This design comes from an exercise in tuning for small area and a short achievable clock period on the open sky130 flow, not from production work. Where RTL was checked, it was by simulation tests only, not by an equivalence proof against the original. Power is estimated from default activity; no workload was simulated.

==> flow/design.v <==
`default_nettype none
module wbps_regs (
   input  wire logic          clock,
   input  wire logic          reset,
   input  wire logic          psel,
   input  wire logic          penable,
   input  wire logic          pwrite,
   input  wire logic [5:0]    paddr,
   input  wire logic [63:0]   pwdata,
   output logic      [63:0]   prdata,
   output logic               pready,
   output logic [127:0]       pattern,
   output logic [15:0]        wildcard_mask,
   output logic [4:0]         pattern_length,
   output logic [63:0]        region_base,
   output logic [5:0]         region_base_hi_ones
);
   localparam int OFFSET_BITS = 32;    
   logic [63:0] pattern_low_ff, pattern_high_ff, region_base_ff;
   logic [15:0] wildcard_mask_ff;
   logic [4:0]  pattern_length_ff;
   logic [63:0] pattern_low_n_ff, pattern_high_n_ff, region_base_n_ff;
   logic [15:0] wildcard_mask_n_ff;
   logic [4:0]  pattern_length_n_ff;
   logic [63:0] wdata_n;
   logic [2:0]  index;
   logic        write_strobe;
   logic [63:0] wdata;
   logic [5:0]  base_hi_ones_ff, base_hi_ones_in;
   assign index = paddr[5:3];
   assign write_strobe = psel && penable && pwrite;
   assign wdata = reset ? 64'd0 : pwdata;
   assign wdata_n = ~wdata;
   assign pattern_low_ff = ~pattern_low_n_ff;
   assign pattern_high_ff = ~pattern_high_n_ff;
   assign region_base_ff = ~region_base_n_ff;
   assign wildcard_mask_ff = ~wildcard_mask_n_ff;
   assign pattern_length_ff = ~pattern_length_n_ff;
   assign pready = 1'b1;
   assign pattern = {pattern_high_ff, pattern_low_ff};
   assign wildcard_mask = wildcard_mask_ff;
   assign pattern_length = pattern_length_ff;
   assign region_base = region_base_ff;
   assign region_base_hi_ones = base_hi_ones_ff;
   always_comb begin
      base_hi_ones_in = 6'(64 - OFFSET_BITS);
      for (int k = 63 - OFFSET_BITS; k >= 0; k--) begin
         if (!wdata[OFFSET_BITS + k]) base_hi_ones_in = 6'(k);
      end
   end
   always_ff @(posedge clock) begin
      if (reset || (write_strobe && index == 3'd0)) pattern_low_n_ff <= wdata_n;
      if (reset || (write_strobe && index == 3'd1)) pattern_high_n_ff <= wdata_n;
      if (reset || (write_strobe && index == 3'd2)) wildcard_mask_n_ff <= wdata_n[15:0];
      if (reset || (write_strobe && index == 3'd3)) pattern_length_n_ff <= wdata_n[4:0];
      if (reset || (write_strobe && index == 3'd4)) begin
         region_base_n_ff <= wdata_n;
         base_hi_ones_ff <= base_hi_ones_in;
      end
   end
   wbps_rdata u_rdata (
      .index          (index),
      .pattern_low    (pattern_low_ff),
      .pattern_high   (pattern_high_ff),
      .wildcard_mask  (wildcard_mask_ff),
      .pattern_length (pattern_length_ff),
      .region_base    (region_base_ff),
      .prdata         (prdata)
   );
endmodule
`default_nettype wire
`default_nettype none
module wbps_rdata (
   input  wire logic [2:0]    index,
   input  wire logic [63:0]   pattern_low,
   input  wire logic [63:0]   pattern_high,
   input  wire logic [15:0]   wildcard_mask,
   input  wire logic [4:0]    pattern_length,
   input  wire logic [63:0]   region_base,
   output logic      [63:0]   prdata
);
   logic [63:0] pair0, pair1, low4, high4;
   assign pair0 = index[0] ? pattern_high : pattern_low;
   assign pair1 = index[0] ? {59'd0, pattern_length} : {48'd0, wildcard_mask};
   assign low4 = index[1] ? pair1 : pair0;
   assign high4 = (index[1] || index[0]) ? 64'd0 : region_base;
   assign prdata = index[2] ? high4 : low4;
endmodule
`default_nettype wire
`default_nettype none
module wbps_match (
   input  wire logic [7:0]   data,
   input  wire logic [127:0] pattern,
   input  wire logic [15:0]  wildcard_mask,
   output logic [15:0]       match
);
   always_comb begin
      for (int i = 0; i < 16; i++) begin
         match[i] = wildcard_mask[i] || (data == pattern[8 * i +: 8]);
      end
   end
endmodule
`default_nettype wire
`default_nettype none
module wbps_core (
   input  wire logic          clock,
   input  wire logic          reset,
   input  wire logic [127:0]  pattern,
   input  wire logic [15:0]   wildcard_mask,
   input  wire logic [4:0]    pattern_length,
   input  wire logic [63:0]   region_base,
   input  wire logic [5:0]    region_base_hi_ones,
   input  wire logic          req_valid,
   output logic               req_ready,
   input  wire logic [7:0]    req_data_byte,
   input  wire logic          req_last_byte,
   output logic               rsp_valid,
   input  wire logic          rsp_ready,
   output logic               rsp_found,
   output logic [63:0]        rsp_match_address
);
   localparam int OFFSET_BITS = 32;    
   localparam int W = OFFSET_BITS;
   logic        in_valid_ff;
   logic [15:0] in_match_ff;
   logic        in_last_ff;
   logic        first_ff;       
   logic        done_ff;        
   logic [4:0]  count_ff;       
   logic [14:0] prefix_ff;
   logic [W:0]  addr_ff;        
   logic        out_valid_ff;
   logic        out_found_ff;
   logic        advance, step;
   logic [4:0]  length;
   logic [16:0] length_sel;
   logic [15:0] match;
   logic [15:0] prefix;
   logic        done;
   logic        hit;
   logic [4:0]  count_next;
   logic        full;
   logic [W-1:0] stop_offset;
   logic [W-1:0] stop_carry_in;
   logic [W-1:0] stop_carry_out;
   logic        stop;
   logic        inc;
   logic [W:0]  addr_cur;
   logic [W:0]  addr_ones;
   logic [63-W:0] base_ones;
   assign advance = !out_valid_ff || rsp_ready;
   assign step = in_valid_ff && advance;
   assign req_ready = !in_valid_ff || advance;
   assign length = (pattern_length > 5'd16) ? 5'd16 : pattern_length;
   always_comb begin
      for (int l = 0; l <= 16; l++) begin
         length_sel[l] = (length == 5'(l));
      end
   end
   wbps_match u_match (
      .data          (req_data_byte),
      .pattern       (pattern),
      .wildcard_mask (wildcard_mask),
      .match         (match)
   );
   always_comb begin
      prefix[0] = in_match_ff[0];
      for (int i = 1; i < 16; i++) begin
         prefix[i] = in_match_ff[i] && prefix_ff[i - 1] && !first_ff;
      end
   end
   assign done = done_ff && !first_ff;
   assign hit = |(length_sel[16:1] & prefix) && !done;
   assign count_next = first_ff ? 5'd1 : (count_ff[4] ? count_ff : count_ff + 5'd1);
   assign full = (count_next >= length);
   assign stop_offset = {{(W-5){1'b1}}, ~length};
   assign stop_carry_in = region_base[W-1:0] ^ stop_offset ^ addr_ff[W-1:0];
   assign stop_carry_out = (region_base[W-1:0] & stop_offset)
      | ((region_base[W-1:0] | stop_offset) & ~addr_ff[W-1:0]);
   assign stop = !first_ff && (stop_carry_in == {stop_carry_out[W-2:0], 1'b0});
   assign inc = full && !hit && !stop;
   assign addr_cur = first_ff ? {1'b0, region_base[W-1:0]} : addr_ff;
   always_comb begin
      addr_ones[0] = 1'b1;
      for (int k = 1; k <= W; k++) begin
         addr_ones[k] = addr_ones[k - 1] && addr_cur[k - 1];
      end
      for (int k = 0; k < 64 - W; k++) begin
         base_ones[k] = (region_base_hi_ones >= 6'(k));
      end
   end
   always_ff @(posedge clock) begin
      if (reset) begin
         in_valid_ff <= 1'b0;
         first_ff <= 1'b1;
         out_valid_ff <= 1'b0;
      end else begin
         if (req_ready) in_valid_ff <= req_valid;
         if (step) first_ff <= in_last_ff;
         if (advance) out_valid_ff <= step && (hit || (in_last_ff && !done));
      end
   end
   always_ff @(posedge clock) begin
      if (req_ready) begin
         in_match_ff <= match;
         in_last_ff <= req_last_byte;
      end
      if (step) begin
         done_ff <= done || hit;
         count_ff <= count_next;
         prefix_ff <= prefix[14:0];
         addr_ff <= addr_cur ^ (addr_ones & {(W+1){inc}});
         out_found_ff <= hit;
      end
   end
   assign rsp_valid = out_valid_ff;
   assign rsp_found = out_found_ff;
   assign rsp_match_address = out_found_ff
      ? {region_base[63:W] ^ (base_ones & {(64-W){addr_ff[W]}}), addr_ff[W-1:0]} : 64'd0;
endmodule
`default_nettype wire
`default_nettype none
module wildcard_byte_pattern_search (
   input  wire logic          clock,
   input  wire logic          reset,
   input  wire logic          req_valid,
   output logic               req_ready,
   input  wire logic [7:0]    req_data_byte,
   input  wire logic          req_last_byte,
   output logic               rsp_valid,
   input  wire logic          rsp_ready,
   output logic               rsp_found,
   output logic [63:0]        rsp_match_address,
   input  wire logic          psel,
   input  wire logic          penable,
   input  wire logic          pwrite,
   input  wire logic [5:0]    paddr,
   input  wire logic [63:0]   pwdata,
   output logic      [63:0]   prdata,
   output logic               pready
);
   logic [127:0] pattern;
   logic [15:0]  wildcard_mask;
   logic [4:0]   pattern_length;
   logic [63:0]  region_base;
   logic [5:0]   region_base_hi_ones;
   wbps_regs u_regs (
      .clock          (clock),
      .reset          (reset),
      .psel           (psel),
      .penable        (penable),
      .pwrite         (pwrite),
      .paddr          (paddr),
      .pwdata         (pwdata),
      .prdata         (prdata),
      .pready         (pready),
      .pattern        (pattern),
      .wildcard_mask  (wildcard_mask),
      .pattern_length (pattern_length),
      .region_base    (region_base),
      .region_base_hi_ones (region_base_hi_ones)
   );
   wbps_core u_core (
      .clock             (clock),
      .reset             (reset),
      .pattern           (pattern),
      .wildcard_mask     (wildcard_mask),
      .pattern_length    (pattern_length),
      .region_base       (region_base),
      .region_base_hi_ones (region_base_hi_ones),
      .req_valid         (req_valid),
      .req_ready         (req_ready),
      .req_data_byte     (req_data_byte),
      .req_last_byte     (req_last_byte),
      .rsp_valid         (rsp_valid),
      .rsp_ready         (rsp_ready),
      .rsp_found         (rsp_found),
      .rsp_match_address (rsp_match_address)
   );
endmodule
`default_nettype wire
==> flow/config.mk <==
export PLATFORM = sky130hd
export DESIGN_NAME = wildcard_byte_pattern_search
export DESIGN_NICKNAME = wildcard_byte_pattern_search
export VERILOG_FILES = /design/flow/design.v
export SDC_FILE = /design/flow/constraint.sdc
export NUM_CORES = 4
export LEC_CHECK = 0
export CAP_MARGIN = 20
export CORE_MARGIN = 2
export CORE_UTILIZATION = 40
export PLACE_DENSITY = 0.6
export SETUP_SLACK_MARGIN = 3.4
export SLEW_MARGIN = 20
==> flow/constraint.sdc <==
create_clock -name core_clock -period 7.2 [get_ports {clock}]
set_input_delay 1.4400 -clock core_clock [delete_from_list [all_inputs] [get_ports {clock}]]
set_output_delay 1.4400 -clock core_clock [all_outputs]
set_load 0.01 [all_outputs]
standard.sh (not shown) runs the stock make flow with config.mk's settings and CLKGATE_MAP_FILE= SYNTH_SCRIPT=/design/flow/synth_recipe.tcl, a recipe that flattens the netlist after the stock synthesis.
==> flow/flow/run.sh <==
#!/bin/bash
# The standard layout, with the port buffers that placement inserts made
# sky130_fd_sc_hd__buf_1 instead of the resizer's default choice.
set -euo pipefail
export BUFFER_PORTS_ARGS="-buffer_cell sky130_fd_sc_hd__buf_1"
bash standard.sh > standard.log 2>&1
Change:
--- a/flow/design.v
+++ b/flow/design.v
@@ -17,27 +17,17 @@
 );
    localparam int OFFSET_BITS = 32;    
    logic [63:0] pattern_low_ff, pattern_high_ff, region_base_ff;
    logic [15:0] wildcard_mask_ff;
    logic [4:0]  pattern_length_ff;
-   logic [63:0] pattern_low_n_ff, pattern_high_n_ff, region_base_n_ff;
-   logic [15:0] wildcard_mask_n_ff;
-   logic [4:0]  pattern_length_n_ff;
-   logic [63:0] wdata_n;
    logic [2:0]  index;
    logic        write_strobe;
    logic [63:0] wdata;
    logic [5:0]  base_hi_ones_ff, base_hi_ones_in;
    assign index = paddr[5:3];
    assign write_strobe = psel && penable && pwrite;
    assign wdata = reset ? 64'd0 : pwdata;
-   assign wdata_n = ~wdata;
-   assign pattern_low_ff = ~pattern_low_n_ff;
-   assign pattern_high_ff = ~pattern_high_n_ff;
-   assign region_base_ff = ~region_base_n_ff;
-   assign wildcard_mask_ff = ~wildcard_mask_n_ff;
-   assign pattern_length_ff = ~pattern_length_n_ff;
    assign pready = 1'b1;
    assign pattern = {pattern_high_ff, pattern_low_ff};
    assign wildcard_mask = wildcard_mask_ff;
    assign pattern_length = pattern_length_ff;
    assign region_base = region_base_ff;
@@ -47,46 +37,29 @@
       for (int k = 63 - OFFSET_BITS; k >= 0; k--) begin
          if (!wdata[OFFSET_BITS + k]) base_hi_ones_in = 6'(k);
       end
    end
    always_ff @(posedge clock) begin
-      if (reset || (write_strobe && index == 3'd0)) pattern_low_n_ff <= wdata_n;
-      if (reset || (write_strobe && index == 3'd1)) pattern_high_n_ff <= wdata_n;
-      if (reset || (write_strobe && index == 3'd2)) wildcard_mask_n_ff <= wdata_n[15:0];
-      if (reset || (write_strobe && index == 3'd3)) pattern_length_n_ff <= wdata_n[4:0];
+      if (reset || (write_strobe && index == 3'd0)) pattern_low_ff <= wdata;
+      if (reset || (write_strobe && index == 3'd1)) pattern_high_ff <= wdata;
+      if (reset || (write_strobe && index == 3'd2)) wildcard_mask_ff <= wdata[15:0];
+      if (reset || (write_strobe && index == 3'd3)) pattern_length_ff <= wdata[4:0];
       if (reset || (write_strobe && index == 3'd4)) begin
-         region_base_n_ff <= wdata_n;
+         region_base_ff <= wdata;
          base_hi_ones_ff <= base_hi_ones_in;
       end
    end
-   wbps_rdata u_rdata (
-      .index          (index),
-      .pattern_low    (pattern_low_ff),
-      .pattern_high   (pattern_high_ff),
-      .wildcard_mask  (wildcard_mask_ff),
-      .pattern_length (pattern_length_ff),
-      .region_base    (region_base_ff),
-      .prdata         (prdata)
-   );
-endmodule
-`default_nettype wire
-`default_nettype none
-module wbps_rdata (
-   input  wire logic [2:0]    index,
-   input  wire logic [63:0]   pattern_low,
-   input  wire logic [63:0]   pattern_high,
-   input  wire logic [15:0]   wildcard_mask,
-   input  wire logic [4:0]    pattern_length,
-   input  wire logic [63:0]   region_base,
-   output logic      [63:0]   prdata
-);
-   logic [63:0] pair0, pair1, low4, high4;
-   assign pair0 = index[0] ? pattern_high : pattern_low;
-   assign pair1 = index[0] ? {59'd0, pattern_length} : {48'd0, wildcard_mask};
-   assign low4 = index[1] ? pair1 : pair0;
-   assign high4 = (index[1] || index[0]) ? 64'd0 : region_base;
-   assign prdata = index[2] ? high4 : low4;
+   always_comb begin
+      case (index)
+         3'd0:    prdata = pattern_low_ff;
+         3'd1:    prdata = pattern_high_ff;
+         3'd2:    prdata = {48'd0, wildcard_mask_ff};
+         3'd3:    prdata = {59'd0, pattern_length_ff};
+         3'd4:    prdata = region_base_ff;
+         default: prdata = '0;
+      endcase
+   end
 endmodule
 `default_nettype wire
 `default_nettype none
 module wbps_match (
    input  wire logic [7:0]   data,
The new run ran to the end with no violations; non-clock buffer count drops by 11; worst hold slack gets better by 12 ps; maximum frequency went down by 0.86%; count of clock-buffer cells in the layout is higher by 2; routed wire length falls by 2.8%; power hardly moves; cell area rose by about 0.4%; die area came out higher by 2.6%; cell count goes up by 2.3%; sequential share of layout area is lower by 0.17 points; global-route usage fell by 0.85 points.
Function was not checked in any run of this note: the RTL went through the layout flow alone.

---

Starts from the design.v that is shown in full above.
clock: 7.2 ns
lec_check: 0
cap_margin: 20
core_margin: 2
core_utilization: 40
cts_buf_list: sky130_fd_sc_hd__clkbuf_8
cts_cluster_diameter: 50
cts_cluster_size: 20
place_density: 0.6
setup_slack_margin: 3.0
slew_margin: 20
==> flow/flow/run.sh <==
#!/bin/bash
# The standard layout (standard.sh), with two placement and clock-tree choices:
# the port buffers that placement inserts are sky130_fd_sc_hd__buf_1, and the
# clock tree is built without dummy loads. make's output goes to standard.log;
# each ORFS step keeps its own log under orfs/logs.
set -euo pipefail
export BUFFER_PORTS_ARGS="-buffer_cell sky130_fd_sc_hd__buf_1"
export CTS_ARGS="-sink_clustering_enable -repair_clock_nets -sink_clustering_size 20 -sink_clustering_max_diameter 50 -buf_list sky130_fd_sc_hd__clkbuf_8 -dont_use_dummy_load"
bash standard.sh > standard.log 2>&1
Edit:
--- a/flow/design.v
+++ b/flow/design.v
@@ -119,13 +119,13 @@
    output logic               rsp_found,
    output logic [63:0]        rsp_match_address
 );
    localparam int OFFSET_BITS = 32;    
    localparam int W = OFFSET_BITS;
    logic        in_valid_ff;
-   logic [15:0] in_match_ff;
+   logic [7:0]  in_byte_ff;
    logic        in_last_ff;
    logic        first_ff;       
    logic        done_ff;        
    logic [4:0]  count_ff;       
    logic [14:0] prefix_ff;
    logic [W:0]  addr_ff;        
@@ -155,21 +155,21 @@
    always_comb begin
       for (int l = 0; l <= 16; l++) begin
          length_sel[l] = (length == 5'(l));
       end
    end
    wbps_match u_match (
-      .data          (req_data_byte),
+      .data          (in_byte_ff),
       .pattern       (pattern),
       .wildcard_mask (wildcard_mask),
       .match         (match)
    );
    always_comb begin
-      prefix[0] = in_match_ff[0];
+      prefix[0] = match[0];
       for (int i = 1; i < 16; i++) begin
-         prefix[i] = in_match_ff[i] && prefix_ff[i - 1] && !first_ff;
+         prefix[i] = match[i] && prefix_ff[i - 1] && !first_ff;
       end
    end
    assign done = done_ff && !first_ff;
    assign hit = |(length_sel[16:1] & prefix) && !done;
    assign count_next = first_ff ? 5'd1 : (count_ff[4] ? count_ff : count_ff + 5'd1);
    assign full = (count_next >= length);
@@ -199,13 +199,13 @@
          if (step) first_ff <= in_last_ff;
          if (advance) out_valid_ff <= step && (hit || (in_last_ff && !done));
       end
    end
    always_ff @(posedge clock) begin
       if (req_ready) begin
-         in_match_ff <= match;
+         in_byte_ff <= req_data_byte;
          in_last_ff <= req_last_byte;
       end
       if (step) begin
          done_ff <= done || hit;
          count_ff <= count_next;
          prefix_ff <= prefix[14:0];
The new run passed the timing, DRC and antenna checks.
Design area came out lower by 1.9%.
Synthesized area came out lower by 1.2%.
Global-route usage came out higher by 0.31 points.
Routed wire length came out lower by about 2.8%.
Clock skew came out higher by 5.0 ps.
Non-clock buffer count came out higher by 6.
Fmax came out higher by about 1.5%.
Function not checked in the first run of this note: the RTL went through the layout flow alone.

[re-timing with driven ports]
The flow's constraints put no driver on any port. The routed layouts listed below were extracted and timed again, unchanged, in two steps. Step 1: set_driving_cell puts a clkbuf_16 on clock and a buf_2 on each other input, an assumption about the parent block. Step 2, shift: input delay + t, output delay - t, t = (earliest + latest rising clock arrival at the registers) / 2. This alone moves slack from input paths to output paths. a / b / c = no drivers / after step 1 / after step 2; a / b = the first two.
| run | t, ns | setup slack, ns | hold WS [ns] | latest minus earliest clock arrival (ns) | cell pins on the clock port's net |
|---|---|---|---|---|---|
| the first run of note 1 | 0.579 | 3.267 / 2.901 / 2.901 | 0.472 / 0.472 / 0.472 | 0.028 / 0.029 | 1 |
| the second run of note 1 | 0.575 | 3.233 / 3.042 / 3.042 | 0.483 / 0.483 / 0.483 | 0.025 / 0.025 | 1 |
| the first run of note 2 | 0.599 | 3.024 / 2.895 / 2.895 | 0.520 / 0.520 / 0.520 | 0.084 / 0.084 | 1 |
| the second run of note 2 | 0.631 | 3.085 / 3.023 / 3.023 | 0.528 / 0.528 / 0.528 | 0.089 / 0.089 | 1 |
After both steps setup and hold are still met in every run listed. The setup slack of the first run of note 1, which loses most, moves by -0.366 ns with the drivers and by -0.366 ns with both steps.
